Source: an optimization exercise on an open RTL-to-GDS flow (aim: small area, a short achievable clock period and few clock cycles per item). Production flows keep margins and buffers that such runs may drop.
At most, simulation tests tie the RTL to the original design; equivalence was not proved.
Power is estimated from default activity; no workload was simulated.

==> module accumulator_pingpong_bank, before the edit <==
module accumulator_pingpong_bank #(
  parameter int ROWS      = 4,
  parameter int COLS      = 4,
  parameter int IN_WIDTH  = 16,
  parameter int ACC_WIDTH = 32,
  parameter int SATURATE  = 1
) (
  input  logic                                     clk_i,
  input  logic                                     reset_n_i,
  input  logic                                     in_valid_i,
  output logic                                     in_ready_o,
  input  logic                                     in_last_i,
  input  logic [ROWS-1:0][COLS-1:0][IN_WIDTH-1:0]  in_data_i,
  output logic                                     out_valid_o,
  input  logic                                     out_ready_i,
  output logic [COLS-1:0][ACC_WIDTH-1:0]           out_data_o,
  output logic [$clog2(ROWS)-1:0]                  out_row_o,
  output logic                                     out_last_o,
  output logic                                     out_overflow_o
);
  localparam int ROW_W = $clog2(ROWS);
  localparam logic [ROW_W-1:0] LAST_ROW = ROW_W'(ROWS - 1);
  localparam int HW = ACC_WIDTH - IN_WIDTH;    
  logic [ROWS-1:0][COLS-1:0][ACC_WIDTH-1:0] acc_q;
  logic [ROWS-1:0][COLS-1:0][IN_WIDTH-1:0]  beat_q;   
  logic             beat_last_q;   
  logic             full_q;        
  logic             flush_q;       
  logic             ovf_q;
  logic [ROW_W-1:0] row_q;
  logic             in_ready_q, out_valid_q, out_last_q;   
  logic             full_d, flush_d, beat_last_d;
  logic [ROW_W-1:0] row_d;
  logic accept, shift, ovf_d;
  logic [ROWS*COLS-1:0] ovf_e;
  assign in_ready_o     = in_ready_q;     
  assign accept         = reset_n_i && in_valid_i && in_ready_o;
  assign out_valid_o    = out_valid_q;    
  assign shift          = full_q && (out_ready_i || flush_q);
  assign out_row_o      = row_q;
  assign out_last_o     = out_last_q;     
  assign out_overflow_o = ovf_q;
  assign out_data_o     = acc_q[0];
  always_ff @(posedge clk_i) begin
    ovf_q       <= ovf_d;
    beat_q      <= accept ? in_data_i : '0;
    beat_last_q <= beat_last_d;
  end
  for (genvar r = 0; r < ROWS; r++) begin : g_r
    for (genvar c = 0; c < COLS; c++) begin : g_c
      logic [IN_WIDTH-1:0]  d, lo_a, lo_s;
      logic [HW-1:0]        hi_a, ones, zeros;
      logic [ACC_WIDTH-1:0] nxt;
      logic                 cy, sg, top_up, top_dn, up, dn, satp, satn;
      assign d    = beat_q[r][c];
      assign lo_a = acc_q[r][c][IN_WIDTH-1:0];
      assign hi_a = acc_q[r][c][ACC_WIDTH-1:IN_WIDTH];
      accpp_add #(.W(IN_WIDTH)) u_add (.a(lo_a), .b(d), .s(lo_s), .co(cy));
      assign sg   = d[IN_WIDTH-1];
      assign ones[0]  = 1'b1;
      assign zeros[0] = 1'b1;
      for (genvar i = 1; i < HW; i++) begin : g_pre
        assign ones[i]  = &hi_a[i-1:0];
        assign zeros[i] = ~|hi_a[i-1:0];
      end
      assign top_up = !hi_a[HW-1] && ones[HW-1];    
      assign top_dn = hi_a[HW-1] && zeros[HW-1];    
      assign up   = cy && !sg;
      assign dn   = !cy && sg;
      assign satp = up && top_up;
      assign satn = dn && top_dn;
      accpp_mux u_sat (.s(cy), .a(sg && top_dn), .b(!sg && top_up), .y(ovf_e[r*COLS+c]));
      for (genvar i = 0; i < IN_WIDTH; i++) begin : g_lo
        if (r == ROWS - 1) begin : g_bot
          accpp_lo_bit0 u_b (.s(lo_s[i]), .satp(satp), .satn(satn), .shift(shift), .y(nxt[i]));
        end else begin : g_mid
          accpp_lo_bit u_b (.s(lo_s[i]), .satp(satp), .satn(satn), .shift(shift),
                            .below(acc_q[r+1][c][i]), .y(nxt[i]));
        end
      end
      for (genvar i = 0; i < HW; i++) begin : g_hi
        logic t, x;
        accpp_tog u_t (.up(up && !top_up), .ones(ones[i]), .dn(dn && !top_dn), .zeros(zeros[i]), .t(t));
        accpp_xor u_x (.a(hi_a[i]), .b(t), .y(x));
        if (r == ROWS - 1) begin : g_bot
          accpp_andn u_m (.a(x), .b(shift), .y(nxt[IN_WIDTH+i]));
        end else begin : g_mid
          accpp_mux u_m (.s(shift), .a(x), .b(acc_q[r+1][c][IN_WIDTH+i]), .y(nxt[IN_WIDTH+i]));
        end
      end
      always_ff @(posedge clk_i) begin
        acc_q[r][c] <= nxt;
      end
    end
  end
  logic [7:0] ovf_n1;
  logic [3:0] ovf_o2;
  logic [1:0] ovf_n3;
  for (genvar k = 0; k < 8; k++) begin : g_ovf1
    accpp_nor2 u_o (.a(ovf_e[2*k]), .b(ovf_e[2*k+1]), .y(ovf_n1[k]));
  end
  for (genvar k = 0; k < 4; k++) begin : g_ovf2
    accpp_nand2 u_o (.a(ovf_n1[2*k]), .b(ovf_n1[2*k+1]), .y(ovf_o2[k]));
  end
  for (genvar k = 0; k < 2; k++) begin : g_ovf3
    accpp_nor2 u_o (.a(ovf_o2[2*k]), .b(ovf_o2[2*k+1]), .y(ovf_n3[k]));
  end
  accpp_nand3 u_ovf (.a(ovf_n3[0]), .b(ovf_n3[1]), .c(!(ovf_q && !(shift && row_q == LAST_ROW))),
                     .y(ovf_d));
  always_ff @(posedge clk_i) begin
    full_q      <= full_d;
    flush_q     <= flush_d;
    row_q       <= row_d;
    in_ready_q  <= !full_d && !beat_last_d;
    out_valid_q <= full_d && !flush_d;
    out_last_q  <= (row_d == LAST_ROW);
  end
  always_comb begin
    beat_last_d = accept && in_last_i;
    full_d      = full_q;
    flush_d     = flush_q;
    row_d       = row_q;
    if (!full_q) begin
      full_d = beat_last_q;
    end
    if (shift) begin
      row_d = row_q + 1'b1;
      if (row_q == LAST_ROW) begin
        full_d  = 1'b0;
        flush_d = 1'b0;
      end
    end
    if (!reset_n_i) begin
      full_d  = 1'b1;
      flush_d = 1'b1;
      row_d   = '0;
    end
  end
endmodule
clock: 7.0 ns
lec_check: 0
cap_margin: 20
core_margin: 2
core_utilization: 45
setup_slack_margin: 4.5
slew_margin: 20
synth_hierarchical: 1
synth_minimum_keep_size: 0
run.sh (not shown) runs the stock make flow with config.mk's settings and CLKGATE_MAP_FILE= SYNTH_SCRIPT=/design/flow/synth_recipe.tcl, a recipe that flattens the netlist after the stock synthesis.
Rerun with:
--- a/flow/design.v
+++ b/flow/design.v
@@ -27,27 +27,24 @@
   logic             beat_last_q;   
   logic             full_q;        
   logic             flush_q;       
   logic             ovf_q;
   logic [ROW_W-1:0] row_q;
-  logic             in_ready_q, out_valid_q, out_last_q;   
-  logic             full_d, flush_d, beat_last_d;
-  logic [ROW_W-1:0] row_d;
   logic accept, shift, ovf_d;
   logic [ROWS*COLS-1:0] ovf_e;
-  assign in_ready_o     = in_ready_q;     
+  assign in_ready_o     = !full_q && !beat_last_q;
   assign accept         = reset_n_i && in_valid_i && in_ready_o;
-  assign out_valid_o    = out_valid_q;    
+  assign out_valid_o    = full_q && !flush_q;
   assign shift          = full_q && (out_ready_i || flush_q);
   assign out_row_o      = row_q;
-  assign out_last_o     = out_last_q;     
+  assign out_last_o     = (row_q == LAST_ROW);
   assign out_overflow_o = ovf_q;
   assign out_data_o     = acc_q[0];
   always_ff @(posedge clk_i) begin
     ovf_q       <= ovf_d;
     beat_q      <= accept ? in_data_i : '0;
-    beat_last_q <= beat_last_d;
+    beat_last_q <= accept && in_last_i;
   end
   for (genvar r = 0; r < ROWS; r++) begin : g_r
     for (genvar c = 0; c < COLS; c++) begin : g_c
       logic [IN_WIDTH-1:0]  d, lo_a, lo_s;
       logic [HW-1:0]        hi_a, ones, zeros;
@@ -107,36 +104,25 @@
     accpp_nor2 u_o (.a(ovf_o2[2*k]), .b(ovf_o2[2*k+1]), .y(ovf_n3[k]));
   end
   accpp_nand3 u_ovf (.a(ovf_n3[0]), .b(ovf_n3[1]), .c(!(ovf_q && !(shift && row_q == LAST_ROW))),
                      .y(ovf_d));
   always_ff @(posedge clk_i) begin
-    full_q      <= full_d;
-    flush_q     <= flush_d;
-    row_q       <= row_d;
-    in_ready_q  <= !full_d && !beat_last_d;
-    out_valid_q <= full_d && !flush_d;
-    out_last_q  <= (row_d == LAST_ROW);
-  end
-  always_comb begin
-    beat_last_d = accept && in_last_i;
-    full_d      = full_q;
-    flush_d     = flush_q;
-    row_d       = row_q;
-    if (!full_q) begin
-      full_d = beat_last_q;
-    end
-    if (shift) begin
-      row_d = row_q + 1'b1;
-      if (row_q == LAST_ROW) begin
-        full_d  = 1'b0;
-        flush_d = 1'b0;
+    if (!reset_n_i) begin
+      full_q  <= 1'b1;
+      flush_q <= 1'b1;
+      row_q   <= '0;
+    end else begin
+      if (!full_q) begin
+        full_q <= beat_last_q;
       end
-    end
-    if (!reset_n_i) begin
-      full_d  = 1'b1;
-      flush_d = 1'b1;
-      row_d   = '0;
+      if (shift) begin
+        row_q <= row_q + 1'b1;
+        if (row_q == LAST_ROW) begin
+          full_q  <= 1'b0;
+          flush_q <= 1'b0;
+        end
+      end
     end
   end
 endmodule
 module accpp_add #(
   parameter int W = 16
What happened: Design area came out lower slightly; setup slack loses 0.11 ns; die area barely changes; clock skew came out lower by 0.0050 ns; final cell count came out lower slightly; wire length came out higher slightly; global-route usage came out higher by 0.47 points.
Testbench counts after the change, summed over its fixed seeds: cycles 9,667, beats 6,772.
The RTL of the first run of this note was laid out without a check of its function.


v6:
The RTL this note starts from:
==> flow/design.v <==
`default_nettype none
module accumulator_pingpong_bank #(
  parameter int ROWS      = 4,
  parameter int COLS      = 4,
  parameter int IN_WIDTH  = 16,
  parameter int ACC_WIDTH = 32,
  parameter int SATURATE  = 1
) (
  input  logic                                     clk_i,
  input  logic                                     reset_n_i,
  input  logic                                     in_valid_i,
  output logic                                     in_ready_o,
  input  logic                                     in_last_i,
  input  logic [ROWS-1:0][COLS-1:0][IN_WIDTH-1:0]  in_data_i,
  output logic                                     out_valid_o,
  input  logic                                     out_ready_i,
  output logic [COLS-1:0][ACC_WIDTH-1:0]           out_data_o,
  output logic [$clog2(ROWS)-1:0]                  out_row_o,
  output logic                                     out_last_o,
  output logic                                     out_overflow_o
);
  localparam int ROW_W = $clog2(ROWS);
  localparam logic [ROW_W-1:0] LAST_ROW = ROW_W'(ROWS - 1);
  localparam int HW = ACC_WIDTH - IN_WIDTH;    
  logic [ROWS-1:0][COLS-1:0][ACC_WIDTH-1:0] acc_q;
  logic [ROWS-1:0][COLS-1:0][IN_WIDTH-1:0]  beat_q;   
  logic             beat_last_q;   
  logic             full_q;        
  logic             flush_q;       
  logic             ovf_q;
  logic [ROW_W-1:0] row_q;
  logic accept, shift, any_ovf;
  logic [ROWS*COLS-1:0] ovf_e;
  assign in_ready_o     = !full_q && !beat_last_q;
  assign accept         = reset_n_i && in_valid_i && in_ready_o;
  assign out_valid_o    = full_q && !flush_q;
  assign shift          = full_q && (out_ready_i || flush_q);
  assign out_row_o      = row_q;
  assign out_last_o     = (row_q == LAST_ROW);
  assign out_overflow_o = ovf_q;
  assign out_data_o     = acc_q[0];
  always_ff @(posedge clk_i) begin
    beat_q      <= accept ? in_data_i : '0;
    beat_last_q <= accept && in_last_i;
  end
  for (genvar r = 0; r < ROWS; r++) begin : g_r
    for (genvar c = 0; c < COLS; c++) begin : g_c
      logic [IN_WIDTH-1:0]  d, lo_a, lo_s, lo_n;
      logic [HW-1:0]        hi_a, ones, zeros, tog, hi_n;
      logic [ACC_WIDTH-1:0] below;
      logic                 cy, sg, top_up, top_dn, up, dn, satp, satn;
      assign d    = beat_q[r][c];
      assign lo_a = acc_q[r][c][IN_WIDTH-1:0];
      assign hi_a = acc_q[r][c][ACC_WIDTH-1:IN_WIDTH];
      assign {cy, lo_s} = {1'b0, lo_a} + {1'b0, d};
      assign sg   = d[IN_WIDTH-1];
      assign ones[0]  = 1'b1;
      assign zeros[0] = 1'b1;
      for (genvar i = 1; i < HW; i++) begin : g_pre
        assign ones[i]  = &hi_a[i-1:0];
        assign zeros[i] = ~|hi_a[i-1:0];
      end
      assign top_up = !hi_a[HW-1] && ones[HW-1];    
      assign top_dn = hi_a[HW-1] && zeros[HW-1];    
      assign up   = cy && !sg;
      assign dn   = !cy && sg;
      assign satp = up && top_up;
      assign satn = dn && top_dn;
      assign tog  = ({HW{up && !top_up}} & ones) | ({HW{dn && !top_dn}} & zeros);
      assign hi_n = hi_a ^ tog;
      assign lo_n = (lo_s | {IN_WIDTH{satp}}) & ~{IN_WIDTH{satn}};
      assign ovf_e[r*COLS+c] = satp || satn;
      if (r == ROWS - 1) begin : g_bot
        assign below = '0;
      end else begin : g_mid
        assign below = acc_q[r+1][c];
      end
      always_ff @(posedge clk_i) begin
        acc_q[r][c] <= shift ? below : {hi_n, lo_n};
      end
    end
  end
  assign any_ovf = |ovf_e;
  always_ff @(posedge clk_i) begin
    if (!reset_n_i) begin
      full_q  <= 1'b1;
      flush_q <= 1'b1;
      ovf_q   <= 1'b0;
      row_q   <= '0;
    end else begin
      if (!full_q) begin
        ovf_q  <= ovf_q || any_ovf;
        full_q <= beat_last_q;
      end
      if (shift) begin
        row_q <= row_q + 1'b1;
        if (row_q == LAST_ROW) begin
          full_q  <= 1'b0;
          flush_q <= 1'b0;
          ovf_q   <= 1'b0;
        end
      end
    end
  end
endmodule
`default_nettype wire
Settings: LEC_CHECK=0, CAP_MARGIN=20, CORE_MARGIN=2, CORE_UTILIZATION=45, SETUP_SLACK_MARGIN=4.5, SLEW_MARGIN=20; clock period 7.0 ns.
v6 | status: complete | timing, DRC, antenna: pass
Testbench counts of v6, summed over its fixed seeds: cycles 9,667, beats 6,772.
Relative to v6, the following input files were edited for v7:
==> flow/design.v, changed modules only <==
module accumulator_pingpong_bank #(
  parameter int ROWS      = 4,
  parameter int COLS      = 4,
  parameter int IN_WIDTH  = 16,
  parameter int ACC_WIDTH = 32,
  parameter int SATURATE  = 1
) (
  input  logic                                     clk_i,
  input  logic                                     reset_n_i,
  input  logic                                     in_valid_i,
  output logic                                     in_ready_o,
  input  logic                                     in_last_i,
  input  logic [ROWS-1:0][COLS-1:0][IN_WIDTH-1:0]  in_data_i,
  output logic                                     out_valid_o,
  input  logic                                     out_ready_i,
  output logic [COLS-1:0][ACC_WIDTH-1:0]           out_data_o,
  output logic [$clog2(ROWS)-1:0]                  out_row_o,
  output logic                                     out_last_o,
  output logic                                     out_overflow_o
);
  localparam int ROW_W = $clog2(ROWS);
  localparam logic [ROW_W-1:0] LAST_ROW = ROW_W'(ROWS - 1);
  localparam int HW = ACC_WIDTH - IN_WIDTH;    
  logic [ROWS-1:0][COLS-1:0][ACC_WIDTH-1:0] acc_q;
  logic [ROWS-1:0][COLS-1:0][IN_WIDTH-1:0]  beat_q;   
  logic             beat_last_q;   
  logic             full_q;        
  logic             flush_q;       
  logic             ovf_q;
  logic [ROW_W-1:0] row_q;
  logic accept, shift, any_ovf;
  logic [ROWS*COLS-1:0] ovf_e;
  assign in_ready_o     = !full_q && !beat_last_q;
  assign accept         = reset_n_i && in_valid_i && in_ready_o;
  assign out_valid_o    = full_q && !flush_q;
  assign shift          = full_q && (out_ready_i || flush_q);
  assign out_row_o      = row_q;
  assign out_last_o     = (row_q == LAST_ROW);
  assign out_overflow_o = ovf_q;
  assign out_data_o     = acc_q[0];
  always_ff @(posedge clk_i) begin
    beat_q      <= accept ? in_data_i : '0;
    beat_last_q <= accept && in_last_i;
  end
  for (genvar r = 0; r < ROWS; r++) begin : g_r
    for (genvar c = 0; c < COLS; c++) begin : g_c
      logic [IN_WIDTH-1:0]  d, lo_s;
      logic [HW-1:0]        hi_a, hi_x, hi_n;
      logic [ACC_WIDTH-1:0] sum, below;
      logic                 cy, sg, mv, lim, sat;
      assign d    = beat_q[r][c];
      assign hi_a = acc_q[r][c][ACC_WIDTH-1:IN_WIDTH];
      assign {cy, lo_s} = {1'b0, acc_q[r][c][IN_WIDTH-1:0]} + {1'b0, d};
      assign sg   = d[IN_WIDTH-1];
      assign mv   = cy ^ sg;                           
      assign hi_x = hi_a ^ {HW{sg}};
      assign lim  = (hi_x == {1'b0, {(HW-1){1'b1}}});  
      assign hi_n = (hi_x + 1'b1) ^ {HW{sg}};
      assign sat  = mv && lim;
      assign ovf_e[r*COLS+c] = sat;
      assign sum  = {(mv && !lim) ? hi_n : hi_a, sat ? {IN_WIDTH{~sg}} : lo_s};
      if (r == ROWS - 1) begin : g_bot
        assign below = '0;
      end else begin : g_mid
        assign below = acc_q[r+1][c];
      end
      always_ff @(posedge clk_i) begin
        acc_q[r][c] <= shift ? below : sum;
      end
    end
  end
  assign any_ovf = |ovf_e;
  always_ff @(posedge clk_i) begin
    if (!reset_n_i) begin
      full_q  <= 1'b1;
      flush_q <= 1'b1;
      ovf_q   <= 1'b0;
      row_q   <= '0;
    end else begin
      if (!full_q) begin
        ovf_q  <= ovf_q || any_ovf;
        full_q <= beat_last_q;
      end
      if (shift) begin
        row_q <= row_q + 1'b1;
        if (row_q == LAST_ROW) begin
          full_q  <= 1'b0;
          flush_q <= 1'b0;
          ovf_q   <= 1'b0;
        end
      end
    end
  end
endmodule
--- outcome ---
- Lower relative max-transition margin among v6 and v7: v7
- Diff v6 -> v7 | global-route wire length before repair | down by a few percent
- v7 ended up with a lower count of buffering cells on the critical path with inverters included than v6 did.
- For the peak fanout along the critical path, v7 came in 1 higher than v6 did.
- Die: v7 bigger than v6
- Cmp v6 and v7 / number of cells on the critical path / lower: v7
- | fraction of area in registers | higher: v7 |
- Commonest non-fill, non-tap cell in the layout = sky130_fd_sc_hd__dfxtp_1: v6; commonest non-fill, non-tap cell in the layout = sky130_fd_sc_hd__nor2_1: v7
- Looking at post-route fraction of the period consumed by the critical path, v7 sits 0.57 points below v6.
- Horizontal die dimension is lower on v6
- Compared with v6, in v7 worst slack on hold paths saw an increase, total power went up by 31%, non-clock buffer total of the final layout -12%, layout cell share with drive strength beyond 1 shrank by 9.7 points.
For v7, only the layout was checked, not whether the RTL still works.

## static timing again, ports no longer ideal
In the flow no input, the clock included, has a driving cell. The finished layouts below were timed again as built, in two steps. Step 1 assumes that a clkbuf_16 drives the clock port and a buf_2 every other input. Step 2, shift: input delay + t, output delay - t, t = (earliest + latest rising clock arrival at the registers) / 2. This alone moves slack from input paths to output paths. Three values: ideal ports, drivers, drivers and shift; two values: the first two.
| run | t (ns) | slack for setup (ns) | worst hold slack (ns) |
|---|---|---|---|
| the first run of note 1 | 0.730 | 4.381 / 4.319 / 3.798 | 0.473 / 0.473 / 0.473 |
| the second run of note 1 | 0.736 | 4.266 / 4.195 / 3.722 | 0.470 / 0.470 / 0.470 |
| v6 | 0.726 | 3.826 / 3.826 / 3.281 | 0.440 / 0.440 / 0.440 |
| v7 | 0.730 | 3.866 / 3.866 / 3.866 | 0.473 / 0.473 / 0.473 |
After both steps setup and hold are still met in every run listed. The setup slack of the first run of note 1, which loses most, moves by -0.062 ns with the drivers and by -0.583 ns with both steps.
